This is an optimization exercise on Yosys and OpenROAD, whose aim is small area and a short achievable clock period, not a production implementation. Function was checked by simulation only, so behaviour that the tests miss may differ from the original. Power figures rest on the tool's default switching activity, not on a simulated workload.

<file path="flow/constraint.sdc">
create_clock -name core_clock -period 6.0 [get_ports {clk}]
set_input_delay 1.2000 -clock core_clock [delete_from_list [all_inputs] [get_ports {clk}]]
set_output_delay 1.2000 -clock core_clock [all_outputs]
set_load 0.01 [all_outputs]
</file>
<file path="flow/design.v">
`timescale 1ns/1ns
`default_nettype none
package cray_pkg;
   localparam logic [6:0]  VL_RESET    = 7'd64;
   localparam logic [17:0] LIMIT_RESET = 18'h3FFFF;
endpackage
`default_nettype wire
`timescale 1ns/1ns
`default_nettype none
module cray_core_top
(
   input  wire          clk,
   input  wire          rst,
   input  wire  [15:0]  i_nip_nxt,
   input  wire  [63:0]  i_word_nxt,
   input  wire          i_nip_vld,
   output logic [23:0]  o_p_addr,
   output logic         o_clear_ibufs,
   output logic         o_mem_ce,
   output logic [63:0]  o_data_to_mem,
   output logic         o_mem_wr_en
);
   logic s_exec, s_clr, s_fetch, s_wait, s_store, s_load, s_done;
   logic clr_q;
   logic [3:0]  cnt;
   logic [3:0]  cnt_nxt;
   logic        last;
   logic        ctx_rst;
   logic        ctx_rst_nxt;
   logic [7:0]  active_xa;
   logic [7:0]  xa;
   logic [6:0]  vl;
   logic [17:0] base_addr;
   logic [17:0] limit_addr;
   logic [23:0] p_addr;
   logic [23:0] a_rf [8];
   logic [15:0] nip;
   logic        nip_vld;
   logic [2:0]  cls;
   logic [2:0]  ci, cj, ck;
   logic [23:0] op_a, op_b;
   localparam logic [2:0] C_NOP   = 3'b000;
   localparam logic [2:0] C_EXCH  = 3'b001;
   localparam logic [2:0] C_SETVL = 3'b010;
   localparam logic [2:0] C_IMM22 = 3'b100;
   localparam logic [2:0] C_IMM6  = 3'b101;
   localparam logic [2:0] C_ADD   = 3'b110;
   localparam logic [2:0] C_SUB   = 3'b111;
   logic [2:0]  nip_cls;
   logic        exch_req, shift, two_parcel_nip;
   logic        wr_en, set_vl;
   logic [23:0] sum, result, wdata;
   logic        load_a;
   assign last    = &cnt;
   assign cnt_nxt = (s_store || s_load) ? cnt + 4'd1 : 4'd0;
   always_comb
   begin
      case (nip[15:9])
         7'o000, 7'o004: nip_cls = C_EXCH;
         7'o002:         nip_cls = C_SETVL;
         7'o020:         nip_cls = C_IMM22;
         7'o022:         nip_cls = C_IMM6;
         7'o030:         nip_cls = C_ADD;
         7'o031:         nip_cls = C_SUB;
         default:        nip_cls = C_NOP;
      endcase
   end
   assign exch_req       = (cls == C_EXCH);
   assign shift          = s_exec && i_nip_vld && !exch_req;
   assign two_parcel_nip = nip_vld && (nip[15:9] == 7'o020);
   always_ff @(posedge clk)
   begin
      if (rst)
      begin
         s_exec  <= 1'b0;
         s_clr   <= 1'b1;
         s_fetch <= 1'b0;
         s_wait  <= 1'b0;
         s_store <= 1'b0;
         s_load  <= 1'b0;
         s_done  <= 1'b0;
         clr_q   <= 1'b1;
         cnt     <= 4'd0;
      end
      else
      begin
         s_exec  <= (s_exec && !exch_req) || s_done;
         s_clr   <= s_exec && exch_req;
         s_fetch <= s_clr || (s_fetch && !i_nip_vld);
         s_wait  <= s_fetch && i_nip_vld;
         s_store <= s_wait || (s_store && !last);
         s_load  <= (s_store && last) || (s_load && !last);
         s_done  <= s_load && last;
         clr_q   <= (s_exec && exch_req) || (s_load && last);
         cnt     <= cnt_nxt;
      end
   end
   assign ctx_rst_nxt = rst || (ctx_rst && !s_done);
   always_ff @(posedge clk)
      ctx_rst <= ctx_rst_nxt;
   always_ff @(posedge clk)
   begin
      if (rst)
         active_xa <= 8'd0;
      else if (s_exec)
         active_xa <= xa;
   end
   always_ff @(posedge clk)
   begin
      if (s_clr || s_done)
      begin
         nip_vld <= 1'b0;
         cls     <= C_NOP;
      end
      else if (shift)
      begin
         nip_vld <= !two_parcel_nip;
         cls     <= nip_vld ? nip_cls : C_NOP;
      end
   end
   always_ff @(posedge clk)
   begin
      if (shift)
      begin
         nip <= i_nip_nxt;
         ci  <= nip[8:6];
         cj  <= nip[5:3];
         ck  <= nip[2:0];
      end
   end
   logic [2:0]  rj;
   logic [23:0] rd_j, rd_k;
   logic        fwd_j, fwd_k, zero_j, zero_k;
   assign rj     = s_exec ? nip[5:3] : cnt_nxt[2:0];
   assign rd_j   = a_rf[rj];
   assign rd_k   = a_rf[nip[2:0]];
   assign zero_j = s_exec && (nip[5:3] == 3'd0);    
   assign zero_k = (nip[2:0] == 3'd0);
   assign fwd_j  = s_exec && cls[2] && (ci == nip[5:3]) && !zero_j;
   assign fwd_k  = cls[2] && (ci == nip[2:0]) && !zero_k;
   always_ff @(posedge clk)
   begin
      if (shift || s_wait || s_store)
         op_a <= fwd_j ? result : zero_j ? 24'd0 : rd_j;
      if (shift)
         op_b <= fwd_k ? result : zero_k ? 24'd0 : rd_k;
   end
   logic [23:0] bk, g, p;
   logic [23:0] gg [6];
   logic [23:0] pp [6];
   logic        sub;
   assign sub = cls[0];
   assign bk  = op_b ^ {24{sub}};
   assign g   = op_a & bk;
   assign p   = op_a ^ bk;
   always_comb
   begin
      gg[0] = g;
      pp[0] = p;
      gg[0][0] = g[0] | (p[0] & sub);    
      for (int l = 0; l < 5; l++)
         for (int b = 0; b < 24; b++)
            if (b >= (1 << l))
            begin
               gg[l+1][b] = gg[l][b] | (pp[l][b] & gg[l][b - (1 << l)]);
               pp[l+1][b] = pp[l][b] & pp[l][b - (1 << l)];
            end
            else
            begin
               gg[l+1][b] = gg[l][b];
               pp[l+1][b] = pp[l][b];
            end
   end
   assign sum = p ^ {gg[5][22:0], sub};
   assign wr_en  = shift && cls[2];
   assign set_vl = shift && (cls == C_SETVL);
   assign result = cls[1] ? sum : cls[0] ? {18'd0, cj, ck} : {2'd0, cj, ck, nip};
   assign load_a = s_load && !cnt[3];
   assign wdata  = s_load ? i_word_nxt[23:0] : result;
   always_ff @(posedge clk)
   begin
      for (int n = 0; n < 8; n++)
         if ((load_a && cnt[2:0] == 3'(n)) || (wr_en && ci == 3'(n)))
            a_rf[n] <= wdata;
   end
   logic [23:0] p_inc;
   always_comb
      for (int b = 0; b < 24; b++)
         p_inc[b] = p_addr[b] ^ (&(p_addr | ~((24'd1 << b) - 24'd1)));
   always_ff @(posedge clk)
   begin
      if (shift)
         p_addr <= p_inc;
      else if (s_load && cnt == 4'd0)
         p_addr <= i_word_nxt[47:24];
   end
   always_ff @(posedge clk)
   begin
      if (s_load && cnt == 4'd1) base_addr  <= i_word_nxt[45:28];
      if (s_load && cnt == 4'd2) limit_addr <= i_word_nxt[45:28];
      if (s_load && cnt == 4'd3) xa         <= i_word_nxt[47:40];
      if (s_load && cnt == 4'd3)
         vl <= i_word_nxt[39:33];
      else if (set_vl)
         vl <= (ck == 3'd0) ? 7'd1 : op_b[6:0];    
   end
   logic sel_a, sel_p, sel_b, sel_l, sel_l1, sel_x, sel_v, sel_v1;
   always_ff @(posedge clk)
   begin
      sel_a  <= !cnt_nxt[3] && !ctx_rst_nxt;
      sel_p  <= (cnt_nxt == 4'd0) && !ctx_rst_nxt;
      sel_b  <= (cnt_nxt == 4'd1) && !ctx_rst_nxt;
      sel_l  <= (cnt_nxt == 4'd2) && !ctx_rst_nxt;
      sel_l1 <= (cnt_nxt == 4'd2) &&  ctx_rst_nxt;
      sel_x  <= (cnt_nxt == 4'd3);
      sel_v  <= (cnt_nxt == 4'd3) && !ctx_rst_nxt;
      sel_v1 <= (cnt_nxt == 4'd3) &&  ctx_rst_nxt;
   end
   logic [23:0] st_hi;
   assign st_hi = ({24{sel_p}} & p_addr)
                | ({24{sel_b}} & {2'd0, base_addr, 4'd0})
                | ({24{sel_l}} & {2'd0, limit_addr, 4'd0})
                | ({24{sel_l1}} & {2'd0, cray_pkg::LIMIT_RESET, 4'd0})
                | ({24{sel_x}} & {active_xa, 16'd0})
                | ({24{sel_v}} & {8'd0, vl, 9'd0})
                | ({24{sel_v1}} & {8'd0, cray_pkg::VL_RESET, 9'd0});
   assign o_p_addr      = s_exec ? p_addr : {10'd0, active_xa, cnt, 2'b00};
   assign o_clear_ibufs = clr_q;
   assign o_mem_ce      = s_store;
   assign o_mem_wr_en   = s_store;
   assign o_data_to_mem = {16'd0, st_hi, op_a & {24{sel_a}}};
endmodule
`default_nettype wire
</file>
<file path="flow/config.mk">
export PLATFORM = sky130hd
export DESIGN_NAME = cray_core_top
export DESIGN_NICKNAME = cray_core_top
export VERILOG_FILES = /design/flow/design.v
export SDC_FILE = /design/flow/constraint.sdc
export NUM_CORES = 4
export LEC_CHECK = 0
export CAP_MARGIN = 20
export CORE_MARGIN = 2
export CORE_UTILIZATION = 40
export SETUP_SLACK_MARGIN = 3.0
export SLEW_MARGIN = 20
</file>
<file path="flow/run.sh">
#!/bin/bash
# synth_recipe.tcl (not shown) runs the flow's synth.tcl, then flattens the netlist and writes it again
# the make line also repeats each setting of config.mk as NAME=value (left out here)
make -C /OpenROAD-flow-scripts/flow DESIGN_CONFIG=/design/flow/config.mk WORK_HOME=/design/flow/orfs CLKGATE_MAP_FILE= SYNTH_SCRIPT=/design/flow/synth_recipe.tcl finish
</file>
==> reports/results.txt, run 1 <==
status - complete, no violations
clock power share - 0.457
commonest non-fill, non-tap cell in the layout - edfxtp_1
RSZ-0062 raised after global routing - yes
fmax - 323 MHz
wire per inst - 24.8 um
Cells after DPL - 2,276
Sw Ratio - 0.218
first-pass detailed-route iteration total - 25
Clock Tree Root - clkbuf_16
Hold/Removal Path Class - register to register
worst vdd ir - 0.196 mV
Final WS setup - 2900 ps
clk buf depth - 3
Reg2Reg Launch Point - cls[0]
worst-path cell chain - buf_12, inv_8, nand2_1, nand2_1, clkdlybuf4s50_1
WL final - 60,400 um
Seq pwr share - 0.501
top cell type's share of synthesized area - 0.539
initial DRC count - 1,584
EDFF count, synth - 340
CP Max Fanout - 10
worst path arrival time - 1900 ps
Nets - 1,916
net switching power - 0.00123 W
FP Rows - 79
Critical Path Most Common Cell - nand2_1
Crit. End Element - output pin
antenna-violating nets left - 0
P_leak - 9.13 nW
Synth Register Bits - 373
startpoint types - register
clk sinks - 373
Worst Skew - 36.3 ps
Post-Syn Instances - 1,605
IO Port Bufs - 141
die area - 0.0491 mm2
most frequent cells in the layout - edfxtp_1 (340), nand2_1 (187), a21oi_1 (90)
fin cells - 2,438
Total GRT Usage - 0.235
ANT cells - 0
dpl ws - 1980 ps
die width - 222 um
top cell type by total area after synthesis - edfxtp_1
ys async rst share - 0
CP peak stage delay - 540 ps
max cap viols - 0
first-pass GRT wire length - 87,600 um
# IOs - 174
setup_tns - 0 ps
DR DRC count - 0
via count - 14,500
cts bufs inserted - 43
vias in the first global route - 14,000
H-tree lvl count - 2
Slew Viols, Final - 0
Mean Syn Cell Area - 11.8 um2
initial antenna violation count - 0
CTS tree - yes
Worst Setup SP - s_exec
Placed Instance Area - 0.0209 mm2
area grow syn2layout - 26.5%
Pwr Density - 235 mW/mm2
global route overflow - 0
Comb power frac - 0.042
Setup Crit Path Kind - register to output pin
worst-margin pin slew - 1040 ps
most common flop cell mapped by yosys - edfxtp_1
Max-slew headroom - 0.309
largest net degree at the start of global routing - 53
Final Critical Period - 3100 ps
Starting Density - 0.406
Yosys cell types - 78
Die Span Y - 222 um
Synth Warn # - 4
Tcrit/Tclk final - 0.516
Mapped Area - 0.0189 mm2
Skew-Pair Late Insertion Delay - 590 ps
drt via density - 5.95
post-route cell area - 0.0240 mm2
post-detail-place hpwl - 39,000 um
slowest CP cell - clkdlybuf4s50_1
main area contributors after synthesis - edfxtp_1 (54%), nand2_1 (3.8%), mux4_2 (3.7%)
gpl congestion - 0.880
Core ar. - 0.0467 mm2
sequential-to-total area share from yosys stat - 0.574
hold buffer count at CTS - 0
Worst-path clk slew - 60 ps
Required @ worst endpoint - 4800 ps
Setup-failing EPs final - 0
share of cells above drive strength 1 - 0.200
Hold Fails Final Rpt - 0
Internal - 0.00440 W
hold_sp - cnt[0]
## cell type report
type                       instances  area (um2)
clock buffer                      53        1160
timing repair buffer             252        2500
sequential                       373       10900
clock inverter                    27         223
fill                            3996       22700
inverter                          38         150
tap                              607         759
multi-input combinational       1088        8250
## registers in the layout, indices dropped and copies added (netlist names), 16 cells and up, named ones only
name        flops
p_addr         24
op_a           24
op_b           24
limit_addr     18
a_rf          192
base_addr      18
nip            16
## metal layers
| layer | wire length (um) | global-route usage | vias up |
|---|---|---|---|
| met1 | 25000 | 0.331 | 7167 |
| met3 | 5660 | 0.0387 | 101 |
| met4 | 1430 | 0.0724 | 0 |
| met2 | 28300 | 0.372 | 768 |
| li1 | - | - | 6471 |
| met5 | 0 | 0 | - |
## kinds of logic (layout without fill, tap and decap cells)
group,Yosys count,count (layout),share of synthesized area
other,1,16,0.000198
and+or+nand+nor,434,434,0.105
muxes,106,106,0.0781
xor gates and xnor gates,68,68,0.0318
DFF,373,373,0.574
buffers and inverters,160,370,0.0382
AOI/OAI and AO/OA,426,427,0.149
adders and majority gates,37,37,0.0248
## power by group through the flow
stage                     Combinational, W  Sequential [W]  Clock, W
after floorplan                   0.000107         0.00287         0
after global placement            0.000186         0.00288         0
after detailed placement          0.000187         0.00288         0
after CTS                         0.000206         0.00282   0.00261
after global routing              0.000250         0.00282   0.00270
final                             0.000234         0.00282   0.00257
## synthesized netlist by cell type, types with 14 or more instances
cell type and number:
o221ai_1 15, xor2_1 41, inv_1 35, a211oi_1 18, and2_1 44, nand3_1 36, o21ai_1 54, a21o_1 14
edfxtp_1 340, mux4_2 31, buf_2 30, nor3_1 15, mux2i_1 51, mux2_1 19, o22ai_1 50, nand4_1 15
buf_4 21, clkbuf_1 61, ha_1 36, a21oi_1 100, a22oi_1 19, dfxtp_1 33, o21ai_0 48, nand2_1 191
xnor2_1 26, nor2_1 91
## per-stage QoR
stage	total power [W]	utilization	hold slack, ps
2_1_floorplan	0.00298	-	421
3_3_place_gp	0.00306	0.447	451
3_5_place_dp	0.00307	0.448	459
4_1_cts	0.00564	0.494	486
5_1_grt	0.00577	0.514	482
6_report	0.00563	0.514	467
## what timing repair did
action                     in CTS  in global routing
setup endpoints to repair     295                223
gates resized for setup       152                118
setup buffers                  33                 44
pin swaps                      33                 52
gates cloned                    0                  5
hold endpoints to repair        0                  0
## critical path, delay by kind of cell, from the launching register on
kind          cells  cell delay, ps
simple gates      2             170
buf+inv           3             780
flops             1             370
## worst paths after layout
check / slack [ps] / depth (start not counted) / end
worst max-delay path: 2900 / 5 / o_p_addr[9]
worst min-delay path: 470 / 1 / sel_b
worst max register to register: 2950 / 10 / a_rf[5][9]
worst min register to register: 470 / 1 / sel_b
==> run 2: changes to the inputs <==
--- a/flow/config.mk
+++ b/flow/config.mk
@@ -8,5 +8,5 @@
 export CAP_MARGIN = 20
 export CORE_MARGIN = 2
 export CORE_UTILIZATION = 40
-export SETUP_SLACK_MARGIN = 3.0
+export SETUP_SLACK_MARGIN = 3.4
 export SLEW_MARGIN = 20
==> reports/results.txt, run 2 <==
CP Max Fanout - 8 (-2)
P_leak - 9.34 nW (+2.3%)
Synth Register Bits - 373 (unchanged)
fin util - 0.548 (+0.0347)
via count - 15,100 (+4.1%)
RSZ-0062 raised after global routing - yes
Worst-path clk slew - 60 ps (about the same)
DR DRC count - 0 (unchanged)
Largest register FFs - 192 (unchanged)
Die Span Y - 222 um (unchanged)
Hold Fails Final Rpt - 0 (unchanged)
IO Port Bufs - 141 (unchanged)
max cap viols - 0 (unchanged)
Pwr Density - 220 mW/mm2 (-6.6%)
Required @ worst endpoint - 6310 ps (+1510 ps)
Top Layer Used - met4
Mean Syn Cell Area - 11.8 um2 (unchanged)
Total GRT Usage - 0.253 (+0.0183)
# IOs - 174 (unchanged)
Slew Viols, Final - 0 (unchanged)
Clock Tree Root - clkbuf_16
commonest non-fill, non-tap cell in the layout - edfxtp_1
Reg2Reg Setup Slack - 2910 ps (-40 ps)
Max-slew headroom - 0.312 (+0.00317)
sequential-to-total area share from yosys stat - 0.574 (unchanged)
worst vdd ir - 0.167 mV (-15%)
EDFF count, synth - 340 (unchanged)
Mapped Area - 0.0189 mm2 (unchanged)
Met3 Wirelength - 5320 um (-6.1%)
count leader, synth - edfxtp_1
main area contributors after synthesis - edfxtp_1 (54%), nand2_1 (3.8%), mux4_2 (3.7%)
Reg2Reg Launch Point - cls[0]
clk sinks - 373 (unchanged)
drt via density - 5.95 (about the same)
largest family of logic cells by synthesized area - compound AO/OA/AOI/OAI gates
Yosys cell types - 78 (unchanged)
WL final - 64,400 um (+6.7%)
fmax - 323 MHz (+0.15%)
Met2 Wirelength - 30,300 um (+7.2%)
hold_sp - nip[8]
die area - 0.0491 mm2 (unchanged)
Crit. End Element - register
Worst Skew - 13.2 ps (-23.1 ps)
CP Capture Point - a_rf[4][22]
post-detail-place hpwl - 38,800 um (-0.60%)
global route overflow - 0 (unchanged)
setup_tns - 0 ps (unchanged)
status - complete, no violations
wl on met1 - 26,800 um (+7.1%)
reg-to-reg endpoint - a_rf[4][22]
Post-Synth XOR/XNOR Area - 0.0318 (unchanged)
initial DRC count - 1,473 (-7.0%)
Starting Density - 0.406 (unchanged)
Tcrit/Tclk final - 0.515 (-0.000752)
vias in the first global route - 14,500 (+3.7%)
CTS tree - yes
most common flop cell mapped by yosys - edfxtp_1
Setup Crit Path Kind - register to register
largest net degree at the start of global routing - 59 (+11%)
Hold/Removal Path Class - register to register
Core ar. - 0.0467 mm2 (unchanged)
post-synthesis mux area share - 0.0781 (unchanged)
top cell type by total area after synthesis - edfxtp_1
Post-Syn Instances - 1,605 (unchanged)
Commonest cells post-synth - edfxtp_1 (340), nand2_1 (191), a21oi_1 (100), nor2_1 (91), clkbuf_1 (61)
gpl congestion - 0.840 (-4.6%)
worst path arrival time - 3400 ps (+1500 ps)
Skew-Pair Late Insertion Delay - 570 ps (-20 ps)
Post-Synth Simple-Gate Area - 0.105 (unchanged)
top cell type's share of synthesized area - 0.539 (unchanged)
cts bufs inserted - 42 (-2.3%)
Final Critical Period - 3090 ps (-4.51 ps)
share of cells above drive strength 1 - 0.306 (+0.106)
worst hold path stage count - 0 (-1)
clk buf depth - 3 (unchanged)
ANT cells - 0 (unchanged)
Most flops, register - a_rf
first-pass GRT wire length - 93,800 um (+7.1%)
Setup-failing EPs final - 0 (unchanged)
wire per inst - 25.4 um (+2.5%)
most frequent cells in the layout - edfxtp_1 (340), nand2_1 (183), buf_4 (129)
initial antenna violation count - 0 (unchanged)
startpoint types - register
H-tree lvl count - 2 (unchanged)
Synth Warn # - 4 (unchanged)
Nets - 2,016 (+5.2%)
hold buffer count at CTS - 0 (unchanged)
Worst Setup SP - cls[0]
worst-margin pin slew - 1030 ps (-5.86 ps)
FF-to-FF path depth - 11 (+1)
area grow syn2layout - 35.0%
Synth Area in Compound Gates - 0.149 (unchanged)
Adder-Cell Fraction of Synth Area - 0.0248 (unchanged)
die width - 222 um (unchanged)
first-pass detailed-route iteration total - 23 (-8.0%)
FP Rows - 79 (unchanged)
antenna-violating nets left - 0 (unchanged)
ys async rst share - 0 (unchanged)
[run 2: cell counts after synthesis]
No cell type changed its count.
[run 2: what timing repair did]
action / 4_1_cts / 5_1_grt
gates cloned: 3 / 3
buffers inserted: 129 / 50
resized for setup: 452 / 128
endpoints found under the setup margin: 528 / 527
pin swaps: 128 / 78
[run 2: final cells by class]
type	instances	area [um2]
repair buffers	352	3310
fillers	3841	21100
flip-flops and latches	373	10900
well taps	607	759
clock inverters	19	178
clock buffers	58	1160
multi-input cells	1089	9100
inverters	38	155
[run 2: routing by layer]
layer  global-route usage  vias up
met4               0.0750        0
met5                    0        -
met1                0.352     7581
li1                     -     6670
met2                0.408      714
met3               0.0425      131
[run 2: worst min path at each step]
stage / to / slack (ps)
2_1_floorplan: ck[0] / 420
3_5_place_dp: ci[2] / 460
3_3_place_gp: ci[2] / 450
4_1_cts: ci[2] / 470
6_report: ci[2] / 470
5_1_grt: ci[2] / 490
[run 2: critical path: stages (launching register included)]
cell and delay [ps]:
dfxtp_4 360, buf_12 130, buf_12 140, xor2_2 190, ha_4 300, nand4_1 190
or3_1 380, or3_4 380, a31oi_4 180, o22ai_4 110, xnor2_4 180, a22o_4 280
[run 2: cell families after synthesis]
logic type,count (synthesis)
buffers and inverters,160
AND/OR/NAND/NOR,434
flip-flops,373
AO/OA/AOI/OAI,426
multiplexers,106
other,1
XOR/XNOR,68
adder cells (fa/ha/maj),37
[run 2: report_power, final]
group / internal [W] / leakage [nW] / switching, W
combinational: 0.000136 / 5.34 / 0.000146
sequential: 0.00281 / 3.35 / 0.0000109
clock: 0.00145 / 0.648 / 0.00106
total: 0.00440 / 9.34 / 0.00122
[run 2: per-stage QoR]
stage	area, um2	hold WS, ps	total power [W]	setup slack, ps	std cells
after floorplan	19200	421	0.00299	3060	1620
after global placement	21000	451	0.00307	2150	2274
after detailed placement	21000	455	0.00307	2190	2274
after CTS	24500	471	0.00562	2910	2483
after global routing	25600	488	0.00576	2830	2536
final	25600	474	0.00562	2910	2536
==> run 3: changes to the inputs <==
==> flow/flow/run.sh (new file) <==
#!/bin/bash
# Standard ORFS layout (the standard.sh, standard synthesis unchanged),
# except that the I/O port buffers are plain buffers (buf_1 on inputs,
# buf_2 on outputs) instead of the delay buffers buffer_ports picks by
# default; flow/ports.tcl places them just before global placement.
# Full make output goes to make.log; ORFS keeps each step's log in orfs/logs.
set -euo pipefail
export DONT_BUFFER_PORTS=1
export PRE_GLOBAL_PLACE_TCL="$PWD/flow/ports.tcl"
bash standard.sh > make.log 2>&1
==> flow/flow/ports.tcl (new file) <==
# every input and output port gets a buffer, as buffer_ports does by default
puts "Perform port buffering (flow/ports.tcl)..."
buffer_ports -inputs -buffer_cell sky130_fd_sc_hd__buf_1
buffer_ports -outputs -buffer_cell sky130_fd_sc_hd__buf_2
==> flow/standard.sh (new file) <==
#!/bin/bash
# synth_recipe.tcl (not shown) runs the flow's synth.tcl, then flattens the netlist and writes it again
# the make line also repeats each setting of config.mk as NAME=value (left out here)
make -C /OpenROAD-flow-scripts/flow DESIGN_CONFIG=/design/flow/config.mk WORK_HOME=/design/flow/orfs CLKGATE_MAP_FILE= SYNTH_SCRIPT=/design/flow/synth_recipe.tcl "${@:-finish}"
--- a/flow/config.mk
+++ b/flow/config.mk
@@ -7,6 +7,6 @@
 export LEC_CHECK = 0
 export CAP_MARGIN = 20
 export CORE_MARGIN = 2
-export CORE_UTILIZATION = 40
-export SETUP_SLACK_MARGIN = 3.4
+export CORE_UTILIZATION = 55
+export SETUP_SLACK_MARGIN = 3.0
 export SLEW_MARGIN = 20
removed: flow/run.sh
==> reports/results.txt, run 3 <==
# IOs - 174 (unchanged)
Final Critical Period - 3120 ps (+31.2 ps)
top cell type's share of synthesized area - 0.539 (unchanged)
GRT met3 Usage - 0.0740 (+0.0314)
cts bufs inserted - 41 (-2.4%)
wire per inst - 27.8 um (+9.4%)
worst hold slack - 480 ps (+5.84 ps)
CP Max Fanout - 8 (unchanged)
FP Rows - 67 (-15%)
status - complete, no violations
ys async rst share - 0 (unchanged)
Power, Total - 0.00532 W (-5.3%)
worst path arrival time - 3510 ps (+110 ps)
Multi-input gate area - 0.00836 mm2 (-8.2%)
Die Span Y - 190 um (-14%)
Mean Syn Cell Area - 11.8 um2 (unchanged)
Total GRT Usage - 0.322 (+0.0686)
via count - 13,900 (-7.9%)
commonest non-fill, non-tap cell in the layout - edfxtp_1
Clock Tree Root - clkbuf_16
die area - 0.0360 mm2 (-27%)
Synth Warn # - 4 (unchanged)
IO Port Bufs - 141 (unchanged)
Pwr Density - 242 mW/mm2 (+10%)
busiest grt layer - met2
RSZ-0062 raised after global routing - yes
vias in the first global route - 13,400 (-8.0%)
Max-slew headroom - 0.375 (+0.0628)
Placed Instance Area - 0.0193 mm2 (-8.3%)
worst-margin pin slew - 938 ps (-93.0 ps)
Commonest cells post-synth - edfxtp_1 (340), nand2_1 (191), a21oi_1 (100), nor2_1 (91), clkbuf_1 (61)
gpl congestion - 0.887 (+5.6%)
largest net degree at the start of global routing - 59 (unchanged)
area grow syn2layout - 16.0%
post-detail-place hpwl - 37,700 um (-2.9%)
Post-Syn Instances - 1,605 (unchanged)
first-pass detailed-route iteration total - 5 (-78%)
Worst Skew - 23.9 ps (+10.6 ps)
share of cells above drive strength 1 - 0.196 (-0.110)
Setup Crit Path Kind - register to register
most common flop cell mapped by yosys - edfxtp_1
P_leak - 7.73 nW (-17%)
Comb power frac - 0.033 (-0.017)
initial antenna violation count - 2 (+2)
first-pass GRT wire length - 84,700 um (-9.8%)
setup_tns - 0 ps (unchanged)
sequential-to-total area share from yosys stat - 0.574 (unchanged)
startpoint types - register
Core ar. - 0.0337 mm2 (-28%)
clk buf depth - 3 (unchanged)
Required @ worst endpoint - 6380 ps (+70 ps)
H-tree lvl count - 2 (unchanged)
WL final - 58,500 um (-9.2%)
top cell type by total area after synthesis - edfxtp_1
Most flops, register - a_rf
Largest register FFs - 192 (unchanged)
most frequent cells in the layout - edfxtp_1 (340), nand2_1 (188), a21oi_1 (89)
Synth Register Bits - 373 (unchanged)
Yosys cell types - 78 (unchanged)
fmax - 320 MHz (-1.0%)
Seq pwr share - 0.531 (+0.029)
Nets - 1,742 (-14%)
initial DRC count - 1,695 (+15%)
die width - 190 um (-14%)
M2 GR Usage - 0.489 (+0.0815)
CTS tree - yes
clk sinks - 373 (unchanged)
Sw Ratio - 0.216 (-0.00128)
met1 Usage GRT - 0.460 (+0.109)
drt via density - 6.61 (+11%)
clock power share - 0.436 (-0.011)
EDFF count, synth - 340 (unchanged)
Skew-Pair Late Insertion Delay - 580 ps (about the same)
main area contributors after synthesis - edfxtp_1 (54%), nand2_1 (3.8%), mux4_2 (3.7%)
dpl ws - 2090 ps (-96.7 ps)
worst vdd ir - 0.277 mV (+66%)
FILL cells - 2,541 (-34%)
Mapped Area - 0.0189 mm2 (unchanged)
Hold Fails Final Rpt - 0 (unchanged)
Worst-path clk slew - 60 ps (about the same)
Slew Viols, Final - 0 (unchanged)
antenna-violating nets left - 0 (unchanged)
Hold/Removal Path Class - register to register
Tcrit/Tclk final - 0.521 (+0.00521)
global route overflow - 0 (unchanged)
Reg area - 0.0109 mm2 (-0.22%)
max cap viols - 0 (unchanged)
DR DRC count - 0 (unchanged)
Starting Density - 0.562 (+0.156)
net switching power - 0.00115 W (-5.8%)
Final WS setup - 2880 ps (-31.2 ps)
post-route cell area - 0.0220 mm2 (-14%)
hold buffer count at CTS - 0 (unchanged)
Internal - 0.00417 W (-5.1%)
Crit. End Element - register
count leader, synth - edfxtp_1
Setup-failing EPs final - 0 (unchanged)
## run 3: changes by cell type in the layout (fill, tap and decap cells not counted), sizes merged, moves of 4 or more
cell / change
buf: -175
clkdlybuf4s50: -85
clkbuf: -9
clkinv: +5
clkinvlp: -4
## run 3: timing repair
action / CTS / global route
setup endpoints to repair: 347 / 208
hold endpoints to repair: 0 / 0
pin swaps: 23 / 36
resized for setup: 103 / 80
setup buffers: 22 / 26
gates cloned: 2 / 2
## run 3: cells by family after synthesis
group                      Yosys count  synth area share
xor gates and xnor gates            68            0.0318
muxes                              106            0.0781
adders and majority gates           37            0.0248
buffers and inverters              160            0.0382
AOI/OAI and AO/OA                  426             0.149
DFF                                373             0.574
and+or+nand+nor                    434             0.105
other                                1          0.000198
## run 3: critical path, stage by stage, from the launching register on
cell,delay [ps]
dfxtp_4,410
buf_4,160
mux2i_4,170
inv_2,60
fa_2,390
a21o_4,250
a22o_4,240
a211oi_4,310
o21bai_1,120
xor2_1,330
a22oi_2,180
o21ai_4,310
## run 3: area by class of cell
type | count | area share
diodes | 3 | 0.000342
inverters | 38 | 0.00655
well taps | 448 | 0.0255
multi-input cells | 1087 | 0.380
flip-flops and latches | 373 | 0.496
repair buffers | 81 | 0.0364
clock buffers | 52 | 0.0495
clock inverters | 21 | 0.00581
## run 3: path summary, 6_finish.rpt
check	startpoint	to	slack, ps	cells past startpoint
setup / recovery	cls[0]	a_rf[1][16]	2880	11
hold / removal	s_fetch	s_wait	480	1
setup reg to reg	cls[0]	a_rf[1][16]	2880	11
hold reg to reg	s_fetch	s_wait	480	1
## run 3: per-stage QoR
| step | utilization | cells |
|---|---|---|
| after floorplan | - | 1620 |
| after global placement | 0.572 | 1974 |
| after detailed placement | 0.572 | 1974 |
| after CTS | 0.631 | 2071 |
| after global routing | 0.652 | 2101 |
| final | 0.652 | 2103 |
## run 3: power by group through the flow
stage               Sequential (W)  Clock (W)  Combinational, W
global placement           0.00288          0          0.000132
floorplan                  0.00287          0          0.000107
CTS                        0.00283    0.00234          0.000150
global route               0.00283    0.00244          0.000189
detailed placement         0.00288          0          0.000132
finish                     0.00283    0.00232          0.000176
## run 3: layer usage
metal | wire length (um) | up-vias
met5 | 0 | -
met4 | 1580 | 0
met3 | 6230 | 105
met2 | 26400 | 741
met1 | 24200 | 6941
li1 | - | 6110
==> run 4: changes to the inputs <==
--- a/flow/config.mk
+++ b/flow/config.mk
@@ -8,5 +8,7 @@
 export CAP_MARGIN = 20
 export CORE_MARGIN = 2
 export CORE_UTILIZATION = 55
+export CTS_BUF_LIST = sky130_fd_sc_hd__clkbuf_8 sky130_fd_sc_hd__clkbuf_4
+export CTS_CLUSTER_SIZE = 20
 export SETUP_SLACK_MARGIN = 3.0
 export SLEW_MARGIN = 20
==> reports/results.txt, run 4 <==
slowest CP cell - a21oi_1
area grow syn2layout - 15.8%
Core ar. - 0.0337 mm2 (unchanged)
met1 Usage GRT - 0.457 (-0.00345)
post-detail-place hpwl - 37,700 um (unchanged)
first-pass GRT wire length - 84,700 um (about the same)
Final Critical Period - 3160 ps (+32.9 ps)
Post-Syn Instances - 1,605 (unchanged)
Commonest cells post-synth - edfxtp_1 (340), nand2_1 (191), a21oi_1 (100), nor2_1 (91), clkbuf_1 (61)
DR DRC count - 0 (unchanged)
Largest register FFs - 192 (unchanged)
GRT met3 Usage - 0.0738 (-0.000184)
Worst Skew - 12.9 ps (-11.0 ps)
worst path arrival time - 3580 ps (+70 ps)
ANT cells - 0 (-3)
CTS tree - yes
Synth Warn # - 4 (unchanged)
share of cells above drive strength 1 - 0.213 (+0.0174)
max cap viols - 0 (unchanged)
RSZ-0062 raised after global routing - yes
setup_tns - 0 ps (unchanged)
Required @ worst endpoint - 6430 ps (+50 ps)
largest net degree at the start of global routing - 59 (unchanged)
Reg2Reg Launch Point - cls[0]
top cell type by total area after synthesis - edfxtp_1
Setup Crit Path Kind - register to register
Multi-input gate area - 0.00834 mm2 (-0.25%)
EDFF count, synth - 340 (unchanged)
die width - 190 um (unchanged)
Synth Register Bits - 373 (unchanged)
dpl ws - 2090 ps (unchanged)
Worst Setup SP - cls[0]
Mean Syn Cell Area - 11.8 um2 (unchanged)
Starting Density - 0.562 (unchanged)
Most flops, register - a_rf
commonest non-fill, non-tap cell in the layout - edfxtp_1
main area contributors after synthesis - edfxtp_1 (54%), nand2_1 (3.8%), mux4_2 (3.7%)
FP Rows - 67 (unchanged)
CP peak stage delay - 410 ps (about the same)
global route overflow - 0 (unchanged)
Crit. End Element - register
worst-margin pin slew - 943 ps (+5.52 ps)
fmax - 317 MHz (-1.0%)
H-tree lvl count - 2 (unchanged)
worst vdd ir - 0.194 mV (-30%)
WL final - 58,500 um (about the same)
clk sinks - 373 (unchanged)
Hold Fails Final Rpt - 0 (unchanged)
gpl congestion - 0.887 (unchanged)
wire per inst - 27.3 um (-1.6%)
Skew-Pair Late Insertion Delay - 660 ps (+80 ps)
Setup-failing EPs final - 0 (unchanged)
Mapped Area - 0.0189 mm2 (unchanged)
Tcrit/Tclk final - 0.526 (+0.00549)
cts bufs inserted - 60 (+46%)
clk buf depth - 3 (unchanged)
most frequent cells in the layout - edfxtp_1 (340), nand2_1 (187), a21oi_1 (92)
busiest grt layer - met2
sequential-to-total area share from yosys stat - 0.574 (unchanged)
FILL cells - 2,588 (+1.8%)
status - complete, no violations
Max-slew headroom - 0.371 (-0.00368)
M2 GR Usage - 0.485 (-0.00409)
initial antenna violation count - 1 (-1)
Nets - 1,760 (+1.0%)
first-pass detailed-route iteration total - 5 (unchanged)
Total GRT Usage - 0.321 (-0.000516)
via count - 14,000 (+0.78%)
initial DRC count - 1,733 (+2.2%)
Die Span Y - 190 um (unchanged)
hold buffer count at CTS - 0 (unchanged)
worst-path cell chain - buf_6, clkbuf_16, xor2_4, ha_2, a21oi_1, nor4_1, a21oi_1, nand3_1, xnor2_2, buf_4, o221ai_4
Final WS setup - 2840 ps (-32.9 ps)
Pwr Density - 238 mW/mm2 (-1.7%)
antenna-violating nets left - 0 (unchanged)
Slew Viols, Final - 0 (unchanged)
Worst-path clk slew - 60 ps (about the same)
vias in the first global route - 13,400 (+0.46%)
hold_sp - s_fetch
top cell type's share of synthesized area - 0.539 (unchanged)
Clock Tree Root - clkbuf_8
most common flop cell mapped by yosys - edfxtp_1
Critical Path Most Common Cell - a21oi_1
count leader, synth - edfxtp_1
CP Max Fanout - 8 (unchanged)
Hold/Removal Path Class - register to register
Reg area - 0.0109 mm2 (about the same)
P_leak - 7.79 nW (+0.77%)
drt via density - 6.55 (-0.91%)
die area - 0.0360 mm2 (unchanged)
IO Port Bufs - 141 (unchanged)
Yosys cell types - 78 (unchanged)
# IOs - 174 (unchanged)
startpoint types - register
ys async rst share - 0 (unchanged)
==> run 4: cell counts after synthesis <==
No cell type changed its count.
==> run 4: report_power, final <==
group          internal (W)  switching [W]
combinational     0.0000678       0.000108
sequential          0.00281      0.0000122
clock               0.00116        0.00106
total               0.00404        0.00118
==> run 4: through the flow <==
step	hold slack, ps	util	power [W]	instances	cell area (um2)
floorplan	421	-	0.00298	1620	19100
global placement	439	0.572	0.00301	1974	19300
detailed placement	440	0.572	0.00301	1974	19300
CTS	455	0.629	0.00522	2109	21200
global route	468	0.651	0.00536	2139	21900
finish	483	0.651	0.00522	2139	21900
==> run 4: final timing paths <==
| kind | end | slack [ps] | depth (start not counted) |
|---|---|---|---|
| hold reg to reg | s_wait | 480 | 1 |
| setup / recovery | a_rf[5][18] | 2840 | 11 |
| setup reg to reg | a_rf[5][18] | 2840 | 11 |
| hold / removal | s_wait | 480 | 1 |
==> run 4: layout make-up <==
cell class              count  share of cell area
repair buffers             80              0.0360
clock buffers              76              0.0445
clock inverters            37              0.0106
multi-input cells        1087               0.380
inverters                  38             0.00673
well taps                 448              0.0256
flip-flops and latches    373               0.497
==> run 4: cells by family (layout without fill, tap and decap cells) <==
logic type	after synthesis	after routing	share of synthesized area
AOI/OAI and AO/OA	426	426	0.149
buffers and inverters	160	231	0.0382
other	1	16	0.000198
DFF	373	373	0.574
adders and majority gates	37	37	0.0248
and+or+nand+nor	434	434	0.105
xor gates and xnor gates	68	68	0.0318
muxes	106	106	0.0781
==> run 4: critical path: cells and delay by family, from the launching register on <==
kind / cells / cell delay, ps
xor+xnor: 2 / 380
buf+inv: 3 / 450
flops: 1 / 380
compound gates: 3 / 1060
simple gates: 2 / 310
fa+ha+maj: 1 / 320
==> run 4: timing repair <==
item                                    4_1_cts  5_1_grt
gates resized for setup                     101       80
gates cloned                                  1        2
setup buffers                                21       28
endpoints found under the setup margin      348      235
pin swaps                                    15       45
==> run 4: routing by layer <==
layer  share of wire  vias to the layer above
li1                -                     6157
met4           0.033                        2
met3           0.095                      144
met5         0.00022                        -
met1            0.42                     6997
met2            0.45                      706
==> run 5: changes to the inputs <==
==> flow/flow/run.sh (replaced) <==
#!/bin/bash
# Standard ORFS layout (the standard.sh, standard synthesis unchanged),
# except that buffer_ports puts plain buf_2 buffers on the I/O ports instead
# of the delay buffers it picks by default.
# Full make output goes to make.log; ORFS keeps each step's log in orfs/logs.
set -euo pipefail
export BUFFER_PORTS_ARGS="-buffer_cell sky130_fd_sc_hd__buf_2"
bash standard.sh > make.log 2>&1
--- a/flow/config.mk
+++ b/flow/config.mk
@@ -7,8 +7,8 @@
 export LEC_CHECK = 0
 export CAP_MARGIN = 20
 export CORE_MARGIN = 2
-export CORE_UTILIZATION = 55
+export CORE_UTILIZATION = 65
 export CTS_BUF_LIST = sky130_fd_sc_hd__clkbuf_8 sky130_fd_sc_hd__clkbuf_4
 export CTS_CLUSTER_SIZE = 20
-export SETUP_SLACK_MARGIN = 3.0
+export SETUP_SLACK_MARGIN = 2.8
 export SLEW_MARGIN = 20
removed: flow/flow/ports.tcl
==> reports/results.txt, run 5 <==
share of cells above drive strength 1 - 0.236 (+0.0228)
first-pass GRT wire length - 81,400 um (-4.0%)
drt via density - 6.73 (+2.8%)
Hold/Removal Path Class - register to register
fin util - 0.760 (+0.109)
WL final - 55,400 um (-5.3%)
ys async rst share - 0 (unchanged)
Worst-path clk slew - 60 ps (about the same)
Setup-failing EPs final - 0 (unchanged)
most common flop cell mapped by yosys - edfxtp_1
die width - 175 um (-7.8%)
Synth Register Bits - 373 (unchanged)
cts bufs inserted - 60 (unchanged)
setup_tns - 0 ps (unchanged)
Nets - 1,876 (+6.6%)
Largest register FFs - 192 (unchanged)
global route overflow - 0 (unchanged)
main area contributors after synthesis - edfxtp_1 (54%), nand2_1 (3.8%), mux4_2 (3.7%)
initial DRC count - 2,340 (+35%)
most frequent cells in the layout - edfxtp_1 (340), nand2_1 (186), buf_2 (141)
status - complete, no violations
startpoint types - register
Sw Ratio - 0.225 (about the same)
Clock Tree Root - clkbuf_8
largest net degree at the start of global routing - 59 (unchanged)
post-route cell area - 0.0218 mm2 (-0.52%)
first-pass detailed-route iteration total - 8 (+3)
worst hold slack - 485 ps (+2.62 ps)
Pwr Density - 238 mW/mm2 (+0.15%)
CP Max Fanout - 8 (unchanged)
Mean Syn Cell Area - 11.8 um2 (unchanged)
Hold Fails Final Rpt - 0 (unchanged)
gpl congestion - 0.980 (+11%)
EDFF count, synth - 340 (unchanged)
clk sinks - 373 (unchanged)
fin cells - 2,193 (+2.5%)
worst vdd ir - 0.204 mV (+5.0%)
H-tree lvl count - 2 (unchanged)
vias in the first global route - 13,800 (+3.2%)
Max-slew headroom - 0.291 (-0.0799)
post-detail-place hpwl - 35,900 um (-4.8%)
Mapped Area - 0.0189 mm2 (unchanged)
Cells after DPL - 2,049 (+3.8%)
Post-Syn Instances - 1,605 (unchanged)
max cap viols - 0 (unchanged)
worst-margin pin slew - 1050 ps (+109 ps)
initial antenna violation count - 2 (+1)
RSZ-0062 raised after global routing - yes
die area - 0.0305 mm2 (-15%)
Commonest cells post-synth - edfxtp_1 (340), nand2_1 (191), a21oi_1 (100), nor2_1 (91), clkbuf_1 (61)
hold buffer count at CTS - 0 (unchanged)
Starting Density - 0.660 (+0.0979)
Core ar. - 0.0287 mm2 (-15%)
fmax - 316 MHz (-0.38%)
worst path arrival time - 3510 ps (-70 ps)
area grow syn2layout - 15.2%
count leader, synth - edfxtp_1
Final Critical Period - 3170 ps (+11.9 ps)
Seq pwr share - 0.543 (+0.002)
Tcrit/Tclk final - 0.528 (+0.00198)
DR DRC count - 0 (unchanged)
Crit. End Element - register
Die Span Y - 175 um (-7.8%)
Total GRT Usage - 0.351 (+0.0303)
Setup Crit Path Kind - register to register
Internal - 0.00403 W (-0.34%)
via count - 14,800 (+5.4%)
wire per inst - 25.3 um (-7.6%)
top cell type's share of synthesized area - 0.539 (unchanged)
top cell type by total area after synthesis - edfxtp_1
# IOs - 174 (unchanged)
Yosys cell types - 78 (unchanged)
Most flops, register - a_rf
Comb power frac - 0.036 (+0.002)
net switching power - 0.00117 W (-0.45%)
FP Rows - 62 (-7.5%)
Slew Viols, Final - 0 (unchanged)
CTS tree - yes
clock power share - 0.421 (-0.004)
Skew-Pair Late Insertion Delay - 640 ps (-20 ps)
Synth Warn # - 4 (unchanged)
Placed Instance Area - 0.0198 mm2 (+2.9%)
P_leak - 8.21 nW (+5.4%)
commonest non-fill, non-tap cell in the layout - edfxtp_1
Required @ worst endpoint - 6340 ps (-90 ps)
clk buf depth - 3 (unchanged)
sequential-to-total area share from yosys stat - 0.574 (unchanged)
Worst Skew - 37.5 ps (+24.6 ps)
IO Port Bufs - 141 (unchanged)
antenna-violating nets left - 0 (unchanged)
## run 5: cell types whose count changed in the layout (fill, tap and decap cells not counted), moves of 6 or more
cell | previous run | this run
ha_1 | 18 | 26
o22ai_1 | 41 | 47
xor2_2 | 8 | 1
buf_6 | 11 | 2
buf_2 | 0 | 141
buf_4 | 58 | 48
xor2_1 | 31 | 40
## run 5: worst paths after layout
path | start | to | slack (ps) | cells past startpoint
setup reg to reg | cls[0] | a_rf[7][15] | 2830 | 10
hold reg to reg | s_fetch | s_wait | 490 | 1
setup / recovery | cls[0] | a_rf[7][15] | 2830 | 10
hold / removal | s_fetch | s_wait | 490 | 1
## run 5: per-stage QoR
stage	worst slack, ps	total power, W
after floorplan	2810	0.00298
after global placement	1950	0.00304
after detailed placement	1900	0.00304
after CTS	2640	0.00519
after global routing	2720	0.00533
final	2830	0.00520
## run 5: cell families after synthesis
family | Yosys count | synth area share
other | 1 | 0.000198
xor gates and xnor gates | 68 | 0.0318
DFF | 373 | 0.574
and+or+nand+nor | 434 | 0.105
muxes | 106 | 0.0781
AOI/OAI and AO/OA | 426 | 0.149
buffers and inverters | 160 | 0.0382
adders and majority gates | 37 | 0.0248
## run 5: power by group through the flow
stage                     logic, W  registers [W]  clock network, W
after floorplan           0.000106        0.00287                 0
after global placement    0.000157        0.00288                 0
after detailed placement  0.000160        0.00288                 0
after CTS                 0.000169        0.00282           0.00219
after global routing      0.000200        0.00282           0.00230
final                     0.000187        0.00283           0.00219
## run 5: critical path, stage by stage, from the launching register on
cell and delay, ps:
dfxtp_4 400, buf_4 180, xor2_1 160, ha_1 360, a21oi_1 300, o221ai_2 210, a211oi_1 440, o21ai_1 160
xor2_1 170, a22oi_2 310, mux2i_4 200
## run 5: metal layers
metal  global-route usage  wire, um
met5                    0         0
met4                0.102      1420
met3               0.0822      6970
met2                0.536     25400
met1                0.510     21600
## run 5: what timing repair did
item,4_1_cts,5_1_grt
setup endpoints to repair,394,201
hold endpoints to repair,0,0
resized for setup,50,48
setup buffers,13,15
cloned,0,1
pin swaps,7,6
## run 5: cell type report
type	count	area, um2
clock buffer	71	908
timing repair buffer	195	1180
clock inverter	42	284
fill	1902	6880
sequential	373	10900
tap	384	480
inverter	38	144
multi-input combinational	1088	7940
antenna	2	5.00
==> run 6: changes to the inputs <==
--- a/flow/config.mk
+++ b/flow/config.mk
@@ -8,7 +8,5 @@
 export CAP_MARGIN = 20
 export CORE_MARGIN = 2
 export CORE_UTILIZATION = 65
-export CTS_BUF_LIST = sky130_fd_sc_hd__clkbuf_8 sky130_fd_sc_hd__clkbuf_4
-export CTS_CLUSTER_SIZE = 20
-export SETUP_SLACK_MARGIN = 2.8
+export SETUP_SLACK_MARGIN = 3.0
 export SLEW_MARGIN = 20
==> reports/results.txt, run 6 <==
status - complete, no violations
Clock Tree Root - clkbuf_16
global route overflow - 0 (unchanged)
Setup-failing EPs final - 0 (unchanged)
Skew-Pair Late Insertion Delay - 540 ps (-100 ps)
cts bufs inserted - 39 (-35%)
fmax - 323 MHz (+2.2%)
Mapped Area - 0.0189 mm2 (unchanged)
Buf+Inv Stages, Crit Path - 2 (+1)
Yosys cell types - 78 (unchanged)
Reg2Reg Setup Slack - 2900 ps (+70 ps)
initial antenna violation count - 3 (+1)
WL final - 56,900 um (+2.7%)
EDFF count, synth - 340 (unchanged)
Die Span Y - 175 um (unchanged)
FF-to-FF path depth - 10 (unchanged)
setup_tns - 0 ps (unchanged)
RSZ-0062 raised after global routing - yes
worst path arrival time - 3410 ps (-100 ps)
via count - 14,800 (+0.37%)
H-tree lvl count - 2 (unchanged)
worst hold path stage count - 1 (unchanged)
clk sinks - 373 (unchanged)
die width - 175 um (unchanged)
IO Port Bufs - 141 (unchanged)
Reg2Reg Launch Point - cls[0]
Total GRT Usage - 0.356 (+0.00459)
Hold/Removal Path Class - register to register
Largest delay share family, worst path - compound AO/OA/AOI/OAI gates
worst-path cell chain - clkbuf_16, xor2_2, ha_1, a21oi_1, nor4_1, a21oi_1, nand3_1, xnor2_2, buf_4, o221ai_4
first-pass detailed-route iteration total - 6 (-2)
Critical Path Most Common Cell - a21oi_1
reg-to-reg endpoint - a_rf[6][18]
Worst-path clk slew - 60 ps (about the same)
first-pass GRT wire length - 82,200 um (+1.1%)
Slew Viols, Final - 0 (unchanged)
Pwr Density - 243 mW/mm2 (+1.9%)
Mean Syn Cell Area - 11.8 um2 (unchanged)
Commonest cells post-synth - edfxtp_1 (340), nand2_1 (191), a21oi_1 (100), nor2_1 (91), clkbuf_1 (61)
Most flops, register - a_rf
top cell type's share of synthesized area - 0.539 (unchanged)
clk buf depth - 3 (unchanged)
Starting Density - 0.660 (unchanged)
Core ar. - 0.0287 mm2 (unchanged)
hold_sp - s_fetch
FP Rows - 62 (unchanged)
Worst Hold Endpoint - s_wait
area grow syn2layout - 18.7%
max cap viols - 0 (unchanged)
Synth Warn # - 4 (unchanged)
P_leak - 8.36 nW (+1.8%)
CP Max Fanout - 8 (unchanged)
Final Critical Period - 3100 ps (-67.9 ps)
slowest CP cell - a21oi_1
Nets - 1,866 (-0.53%)
Largest register FFs - 192 (unchanged)
fin util - 0.784 (+0.0232)
Post-Syn Instances - 1,605 (unchanged)
Synth Register Bits - 373 (unchanged)
wire per inst - 26.3 um (+4.2%)
Setup Crit Path Kind - register to register
Required @ worst endpoint - 6310 ps (-30 ps)
most frequent cells in the layout - edfxtp_1 (340), nand2_1 (185), buf_2 (141)
DR DRC count - 0 (unchanged)
Worst Skew - 21.3 ps (-16.2 ps)
FILL cells - 1,750 (-8.0%)
top cell type by total area after synthesis - edfxtp_1
CP peak stage delay - 410 ps (-30 ps)
die area - 0.0305 mm2 (unchanged)
worst-margin pin slew - 1020 ps (-29.7 ps)
share of cells above drive strength 1 - 0.253 (+0.0165)
commonest non-fill, non-tap cell in the layout - edfxtp_1
antenna-violating nets left - 0 (unchanged)
most common flop cell mapped by yosys - edfxtp_1
sequential-to-total area share from yosys stat - 0.574 (unchanged)
largest net degree at the start of global routing - 62 (+5.1%)
# IOs - 174 (unchanged)
Crit. End Element - register
gpl congestion - 0.953 (-2.8%)
Tcrit/Tclk final - 0.517 (-0.0113)
drt via density - 6.85 (+1.8%)
ys async rst share - 0 (unchanged)
startpoint types - register
worst vdd ir - 0.255 mV (+25%)
post-detail-place hpwl - 35,800 um (-0.26%)
Max-slew headroom - 0.311 (+0.0200)
CTS tree - yes
vias in the first global route - 13,700 (-0.96%)
main area contributors after synthesis - edfxtp_1 (54%), nand2_1 (3.8%), mux4_2 (3.7%)
count leader, synth - edfxtp_1
initial DRC count - 2,395 (+2.4%)
Hold Fails Final Rpt - 0 (unchanged)
run 6: changes by cell type in the layout (fill, tap and decap cells not counted), moves of 9 or more:
cell / before / now
clkbuf_16: 0 / 45
clkbuf_4: 11 / 0
clkinv_2: 19 / 10
xor2_2: 1 / 10
clkinv_1: 18 / 2
clkbuf_8: 60 / 3
xor2_1: 40 / 31
run 6: where the power goes:
part	internal (W)	total [W]	switching, W
clock network	0.00142	0.00243	0.00101
logic	0.0000807	0.000206	0.000125
registers	0.00281	0.00282	0.0000118
run 6: how the worst max path moves through the flow:
stage                     depth (start not counted)   start           to
final                                            10  cls[0]  a_rf[6][18]
after global placement                            9  cls[0]  a_rf[1][14]
after CTS                                        11  cls[0]  a_rf[0][23]
after global routing                             10  cls[0]  a_rf[4][18]
after detailed placement                          9  cls[0]  a_rf[5][14]
after floorplan                                  13  cls[0]  a_rf[0][22]
run 6: repair_timing:
item                                    4_1_cts  5_1_grt
setup buffers                                26       13
pin swaps                                    20       33
cloned                                        0        1
hold buffers                                  0        0
endpoints found under the setup margin      377      240
resized for setup                            98       75
run 6: area by class of cell:
class / count / area (um2) / share of cell area
Antenna cell: 3 / 7.51 / 0.000334
Clock buffer: 53 / 1160 / 0.0518
Clock inverter: 18 / 135 / 0.00601
Inverter: 38 / 145 / 0.00645
Multi-Input combinational cell: 1087 / 8320 / 0.370
Sequential cell: 373 / 10900 / 0.484
Tap cell: 384 / 480 / 0.0214
Timing Repair Buffer: 207 / 1340 / 0.0597
run 6: kinds of logic (layout without fill, tap and decap cells):
kind of cell | Yosys count | in the layout | synth area share
compound gates | 426 | 426 | 0.149
xor+xnor | 68 | 68 | 0.0318
fa+ha+maj | 37 | 37 | 0.0248
other cells | 1 | 19 | 0.000198
mux | 106 | 106 | 0.0781
simple gates | 434 | 434 | 0.105
buf+inv | 160 | 316 | 0.0382
flops | 373 | 373 | 0.574
run 6: layer usage:
metal	up-vias	track usage	part of all wire
met5	-	0	0.00023
met4	2	0.101	0.029
met3	157	0.0703	0.14
met2	1167	0.547	0.46
met1	7105	0.523	0.37
li1	6380	-	-
run 6: worst reg2reg max path: stages (launching register included):
cell	delay [ps]
dfxtp_4	380
clkbuf_16	180
xor2_2	200
ha_1	350
a21oi_1	360
nor4_1	110
a21oi_1	410
nand3_1	220
xnor2_2	180
buf_4	160
o221ai_4	320
run 6: metrics by stage:
| step | hold slack, ps | area (um2) | cells | setup WS [ps] | total power, W |
|---|---|---|---|---|---|
| 5_1_grt | 512 | 22500 | 2161 | 2820 | 0.00558 |
| 3_3_place_gp | 456 | 19900 | 2049 | 2070 | 0.00304 |
| 4_1_cts | 478 | 21900 | 2146 | 2870 | 0.00543 |
| 3_5_place_dp | 451 | 19900 | 2049 | 1980 | 0.00304 |
| 2_1_floorplan | 421 | 19100 | 1620 | 3000 | 0.00298 |
| 6_report | 481 | 22500 | 2163 | 2900 | 0.00546 |
==> run 7: changes to the inputs <==
--- a/flow/config.mk
+++ b/flow/config.mk
@@ -7,6 +7,6 @@
 export LEC_CHECK = 0
 export CAP_MARGIN = 20
 export CORE_MARGIN = 2
-export CORE_UTILIZATION = 65
+export CORE_UTILIZATION = 55
 export SETUP_SLACK_MARGIN = 3.0
 export SLEW_MARGIN = 20
==> reports/results.txt, run 7 <==
EDFF count, synth - 340 (unchanged)
Reg2Reg Setup Slack - 2920 ps (+20 ps)
clk buf depth - 3 (unchanged)
reg-to-reg endpoint - a_rf[0][22]
Hold/Removal Path Class - register to register
first-pass GRT wire length - 84,800 um (+3.1%)
Comb power frac - 0.037 (about the same)
fin util - 0.666 (-0.117)
cts bufs inserted - 41 (+5.1%)
worst-margin pin slew - 1040 ps (+13.1 ps)
Power, Total - 0.00543 W (-0.46%)
setup_tns - 0 ps (unchanged)
Crit. End Element - register
FF-to-FF path depth - 12 (+2)
max cap viols - 0 (unchanged)
Synth Warn # - 4 (unchanged)
vias in the first global route - 13,600 (-1.2%)
CTS tree - yes
Cells after DPL - 2,114 (+3.2%)
first-pass detailed-route iteration total - 9 (+3)
Largest register FFs - 192 (unchanged)
commonest non-fill, non-tap cell in the layout - edfxtp_1
fin cells - 2,229 (+3.1%)
Yosys cell types - 78 (unchanged)
Mapped Area - 0.0189 mm2 (unchanged)
main area contributors after synthesis - edfxtp_1 (54%), nand2_1 (3.8%), mux4_2 (3.7%)
Max-slew headroom - 0.310 (-0.00155)
initial DRC count - 1,531 (-36%)
WL final - 57,900 um (+1.7%)
Most flops, register - a_rf
largest net degree at the start of global routing - 59 (-4.8%)
die area - 0.0360 mm2 (+18%)
sequential-to-total area share from yosys stat - 0.574 (unchanged)
post-detail-place hpwl - 37,500 um (+4.9%)
share of cells above drive strength 1 - 0.239 (-0.0134)
die width - 190 um (+8.5%)
antenna-violating nets left - 0 (unchanged)
Starting Density - 0.562 (-0.0979)
fmax - 325 MHz (+0.70%)
Internal - 0.00431 W (about the same)
Worst Skew - 28.5 ps (+7.21 ps)
worst path arrival time - 3370 ps (-40 ps)
hold_sp - s_wait
Tcrit/Tclk final - 0.513 (-0.00358)
Worst Hold Endpoint - s_store
Clock Tree Root - clkbuf_16
Post-Syn Instances - 1,605 (unchanged)
Core ar. - 0.0337 mm2 (+17%)
# IOs - 174 (unchanged)
most common flop cell mapped by yosys - edfxtp_1
wire per inst - 26.0 um (-1.3%)
clock power share - 0.443 (-0.002)
Seq pwr share - 0.520 (+0.003)
Final Critical Period - 3080 ps (-21.5 ps)
startpoint types - register
hold buffer count at CTS - 0 (unchanged)
Setup Crit Path Kind - register to register
H-tree lvl count - 2 (unchanged)
Total GRT Usage - 0.318 (-0.0376)
P_leak - 8.35 nW (-0.14%)
drt via density - 6.42 (-6.3%)
most frequent cells in the layout - edfxtp_1 (340), nand2_1 (186), buf_2 (141)
Hold Fails Final Rpt - 0 (unchanged)
top cell type's share of synthesized area - 0.539 (unchanged)
Synth Register Bits - 373 (unchanged)
Die Span Y - 190 um (+8.5%)
Worst-path clk slew - 60 ps (about the same)
Commonest cells post-synth - edfxtp_1 (340), nand2_1 (191), a21oi_1 (100), nor2_1 (91), clkbuf_1 (61)
clk sinks - 373 (unchanged)
Reg2Reg Launch Point - cls[0]
worst hold slack - 476 ps (-5.00 ps)
IO Port Bufs - 141 (unchanged)
DR DRC count - 0 (unchanged)
count leader, synth - edfxtp_1
Sw Ratio - 0.207 (-0.00364)
net switching power - 0.00113 W (-2.2%)
top cell type by total area after synthesis - edfxtp_1
Slew Viols, Final - 0 (unchanged)
Setup-failing EPs final - 0 (unchanged)
worst hold path stage count - 2 (+1)
initial antenna violation count - 3 (unchanged)
Pwr Density - 242 mW/mm2 (-0.30%)
via count - 14,300 (-3.4%)
worst vdd ir - 0.238 mV (-6.6%)
Mean Syn Cell Area - 11.8 um2 (unchanged)
FP Rows - 67 (+8.1%)
gpl congestion - 0.886 (-7.1%)
global route overflow - 0 (unchanged)
status - complete, no violations
Skew-Pair Late Insertion Delay - 560 ps (+20 ps)
RSZ-0062 raised after global routing - yes
area grow syn2layout - 18.5%
CP Max Fanout - 8 (unchanged)
Nets - 1,872 (+0.32%)
ys async rst share - 0 (unchanged)
Required @ worst endpoint - 6290 ps (-20 ps)
run 7: cell counts after synthesis:
Identical to the previous run, type by type.
run 7: power groups by stage:
stage	Combinational, W	Sequential, W	Clock [W]
after CTS	0.000181	0.00282	0.00243
final	0.000200	0.00283	0.00241
after detailed placement	0.000162	0.00288	0
after global placement	0.000160	0.00288	0
after global routing	0.000215	0.00282	0.00254
after floorplan	0.000107	0.00287	0
run 7: how the worst max path moves through the flow:
stage / slack (ps) / startpoint / end
final: 2920 / cls[0] / a_rf[0][22]
after CTS: 2950 / cls[0] / a_rf[0][23]
after detailed placement: 2000 / cls[0] / a_rf[7][14]
after global placement: 2000 / cls[0] / a_rf[1][14]
after floorplan: 3000 / cls[0] / a_rf[0][22]
after global routing: 2850 / cls[0] / a_rf[0][22]
run 7: area by class of cell:
type                       count  area, um2
multi-input combinational   1087       8190
fill                        2607      11200
clock buffer                  59       1150
sequential                   373      10900
timing repair buffer         211       1400
tap                          448        561
inverter                      38        144
clock inverter                11        109
antenna                        2       5.00
run 7: timing repair:
item                                    4_1_cts  5_1_grt
setup buffers                                23       16
gates resized for setup                      95       61
pin swaps                                    18       17
gates cloned                                  1        3
endpoints found under the hold margin         0        0
endpoints found under the setup margin      395      221
run 7: per-stage QoR:
step / worst slack (ps) / cell area (um2)
CTS: 2950 / 21900
detailed placement: 2000 / 20000
global placement: 2000 / 20000
floorplan: 3000 / 19100
global route: 2850 / 22500
finish: 2920 / 22500
run 7: cells by family (layout without fill, tap and decap cells):
kind of cell | Yosys count | count (layout) | share of synthesized area
buf+inv | 160 | 319 | 0.0382
fa+ha+maj | 37 | 37 | 0.0248
flops | 373 | 373 | 0.574
simple gates | 434 | 434 | 0.105
xor+xnor | 68 | 68 | 0.0318
mux | 106 | 106 | 0.0781
other cells | 1 | 18 | 0.000198
compound gates | 426 | 426 | 0.149
run 7: critical path, cell delays in order (launching register included):
cell	delay [ps]
dfxtp_4	390
clkbuf_16	180
xor2_2	180
ha_4	280
nand4_1	200
buf_4	200
buf_4	140
nor4_1	360
a21oi_2	120
a31oi_4	170
o22ai_2	100
xnor2_2	210
a22o_4	290
run 7: routing by layer:
metal | global-route usage | routed length (um)
met5 | 0 | 13
met4 | 0.0942 | 1480
met3 | 0.0539 | 5270
met2 | 0.491 | 26200
met1 | 0.467 | 25000
==> run 8: changes to the inputs <==
--- a/flow/config.mk
+++ b/flow/config.mk
@@ -8,5 +8,7 @@
 export CAP_MARGIN = 20
 export CORE_MARGIN = 2
 export CORE_UTILIZATION = 55
+export CTS_CLUSTER_DIAMETER = 60
+export CTS_CLUSTER_SIZE = 24
 export SETUP_SLACK_MARGIN = 3.0
 export SLEW_MARGIN = 20
==> reports/results.txt, run 8 <==
Nets - 1,891 (+1.0%)
fin cells - 2,246 (+0.76%)
Hold Fails Final Rpt - 0 (unchanged)
WL final - 59,200 um (+2.1%)
commonest non-fill, non-tap cell in the layout - edfxtp_1
Max-slew headroom - 0.320 (+0.0101)
largest net degree at the start of global routing - 59 (unchanged)
Worst Setup SP - cls[0]
sequential-to-total area share from yosys stat - 0.574 (unchanged)
Met3 Wirelength - 5420 um (+2.8%)
clk sinks - 373 (unchanged)
vias in the first global route - 13,800 (+1.5%)
worst-path cell chain - buf_6, xor2_2, ha_4, nand4_1, or3_1, or3_4, a31oi_4, o22ai_4, xnor2_4, a22o_4
CP Max Fanout - 8 (unchanged)
area grow syn2layout - 20.7%
Synth Register Bits - 373 (unchanged)
Met2 Wirelength - 27,100 um (+3.4%)
die area - 0.0360 mm2 (unchanged)
Post-Synth Simple-Gate Area - 0.105 (unchanged)
gpl congestion - 0.886 (unchanged)
# IOs - 174 (unchanged)
status - complete, no violations
Slew Viols, Final - 0 (unchanged)
Setup-failing EPs final - 0 (unchanged)
worst vdd ir - 0.294 mV (+23%)
RSZ-0062 raised after global routing - yes
Setup Crit Path Kind - register to register
FP Rows - 67 (unchanged)
Mean Syn Cell Area - 11.8 um2 (unchanged)
ys async rst share - 0 (unchanged)
Yosys cell types - 78 (unchanged)
Pwr Density - 236 mW/mm2 (-2.5%)
Post-Synth XOR/XNOR Area - 0.0318 (unchanged)
Synth Area in Compound Gates - 0.149 (unchanged)
Worst-path clk slew - 70 ps (about the same)
Die Span Y - 190 um (unchanged)
Adder-Cell Fraction of Synth Area - 0.0248 (unchanged)
Top Layer Used - met5
Worst Skew - 35.0 ps (+6.47 ps)
global route overflow - 0 (unchanged)
post-detail-place hpwl - 37,500 um (unchanged)
Mapped Area - 0.0189 mm2 (unchanged)
Hold/Removal Path Class - register to register
Clock Tree Root - clkbuf_16
Largest register FFs - 192 (unchanged)
max cap viols - 0 (unchanged)
share of cells above drive strength 1 - 0.269 (+0.0293)
worst-margin pin slew - 1020 ps (-15.2 ps)
largest family of logic cells by synthesized area - compound AO/OA/AOI/OAI gates
Final WS setup - 2900 ps (-17.0 ps)
clk buf depth - 3 (unchanged)
first-pass detailed-route iteration total - 6 (-3)
cts bufs inserted - 35 (-15%)
main area contributors after synthesis - edfxtp_1 (54%), nand2_1 (3.8%), mux4_2 (3.7%)
count leader, synth - edfxtp_1
worst path arrival time - 3370 ps (about the same)
Crit. End Element - register
Skew-Pair Late Insertion Delay - 560 ps (about the same)
Total GRT Usage - 0.321 (+0.00292)
initial DRC count - 1,557 (+1.7%)
fmax - 323 MHz (-0.55%)
Tcrit/Tclk final - 0.516 (+0.00283)
most frequent cells in the layout - edfxtp_1 (340), nand2_1 (186), buf_2 (141)
drt via density - 6.47 (+0.87%)
post-synthesis mux area share - 0.0781 (unchanged)
via count - 14,500 (+1.6%)
most common flop cell mapped by yosys - edfxtp_1
fin util - 0.679 (+0.0124)
antenna-violating nets left - 0 (unchanged)
Synth Warn # - 4 (unchanged)
Reg2Reg Launch Point - cls[0]
Final Critical Period - 3100 ps (+17.0 ps)
Commonest cells post-synth - edfxtp_1 (340), nand2_1 (191), a21oi_1 (100), nor2_1 (91), clkbuf_1 (61)
Starting Density - 0.562 (unchanged)
CP peak stage delay - 430 ps (+40 ps)
Required @ worst endpoint - 6270 ps (-20 ps)
Core ar. - 0.0337 mm2 (unchanged)
Cells after DPL - 2,114 (unchanged)
P_leak - 8.48 nW (+1.5%)
IO Port Bufs - 141 (unchanged)
DR DRC count - 0 (unchanged)
Post-Syn Instances - 1,605 (unchanged)
wl on met1 - 25,200 um (+0.70%)
Power, Total - 0.00540 W (-0.70%)
die width - 190 um (unchanged)
H-tree lvl count - 2 (unchanged)
hold_sp - s_wait
CTS tree - yes
startpoint types - register
wire per inst - 26.3 um (+1.4%)
dpl ws - 2000 ps (unchanged)
Most flops, register - a_rf
first-pass GRT wire length - 85,700 um (+1.1%)
top cell type's share of synthesized area - 0.539 (unchanged)
slowest CP cell - or3_4
setup_tns - 0 ps (unchanged)
EDFF count, synth - 340 (unchanged)
initial antenna violation count - 2 (-1)
top cell type by total area after synthesis - edfxtp_1
-- run 8: cell counts after synthesis --
Identical to the previous run, type by type.
-- run 8: path summary, 6_finish.rpt --
path / endpoint / slack, ps / depth (start not counted)
hold / removal: s_store / 480 / 2
setup / recovery: a_rf[0][22] / 2900 / 10
setup reg to reg: a_rf[0][22] / 2900 / 10
hold reg to reg: s_store / 480 / 2
-- run 8: routing by layer --
layer	global-route usage	vias to the layer above
met5	0	-
met4	0.100	2
met3	0.0600	112
met2	0.497	766
met1	0.465	7253
li1	-	6405
-- run 8: through the flow --
stage	instance area, um2	hold slack (ps)
after floorplan	19100	421
after global placement	20000	460
after detailed placement	20000	462
after CTS	22200	480
final	22900	484
after global routing	22900	513
-- run 8: power breakdown --
part           leakage (nW)  switching [W]  internal (W)
logic                  4.55       0.000129     0.0000892
clock network         0.582        0.00109       0.00127
registers              3.35      0.0000121       0.00281
-- run 8: what timing repair did --
| item | 4_1_cts | 5_1_grt |
|---|---|---|
| resized for setup | 127 | 72 |
| hold buffers | 0 | 0 |
| buffers inserted | 34 | 31 |
| pin swaps | 37 | 51 |
| setup endpoints to repair | 395 | 205 |
| gates cloned | 3 | 0 |
-- run 8: critical path, delay by kind of cell, from the launching register on --
family                     cells  cell delay (ps)
and+or+nand+nor                3             1020
AOI/OAI and AO/OA              3              580
buffers and inverters          1              150
DFF                            1              400
adders and majority gates      1              320
xor gates and xnor gates       2              370
-- run 8: final cells by class --
class                           instances  area (um2)
Antenna cell                            1        2.50
Inverter                               38         144
Sequential cell                       373       10900
Timing Repair Buffer                  236        1590
Tap cell                              448         561
Fill cell                            2520       10800
Clock buffer                           40         937
Clock inverter                         23         284
Multi-Input combinational cell       1087        8460
-- run 8: cells by family (layout without fill, tap and decap cells) --
group / count (synthesis) / count (layout)
adders and majority gates: 37 / 37
and+or+nand+nor: 434 / 434
AOI/OAI and AO/OA: 426 / 426
xor gates and xnor gates: 68 / 68
other: 1 / 17
muxes: 106 / 106
buffers and inverters: 160 / 337
DFF: 373 / 373

Setup slack of run 8, layout unchanged: 2.904 ns with ideal ports, 2.904 ns with driving cells assumed (clock clkbuf_16, inputs buf_2), 2.904 ns with port delays also shifted by the 0.595 ns mid clock arrival.
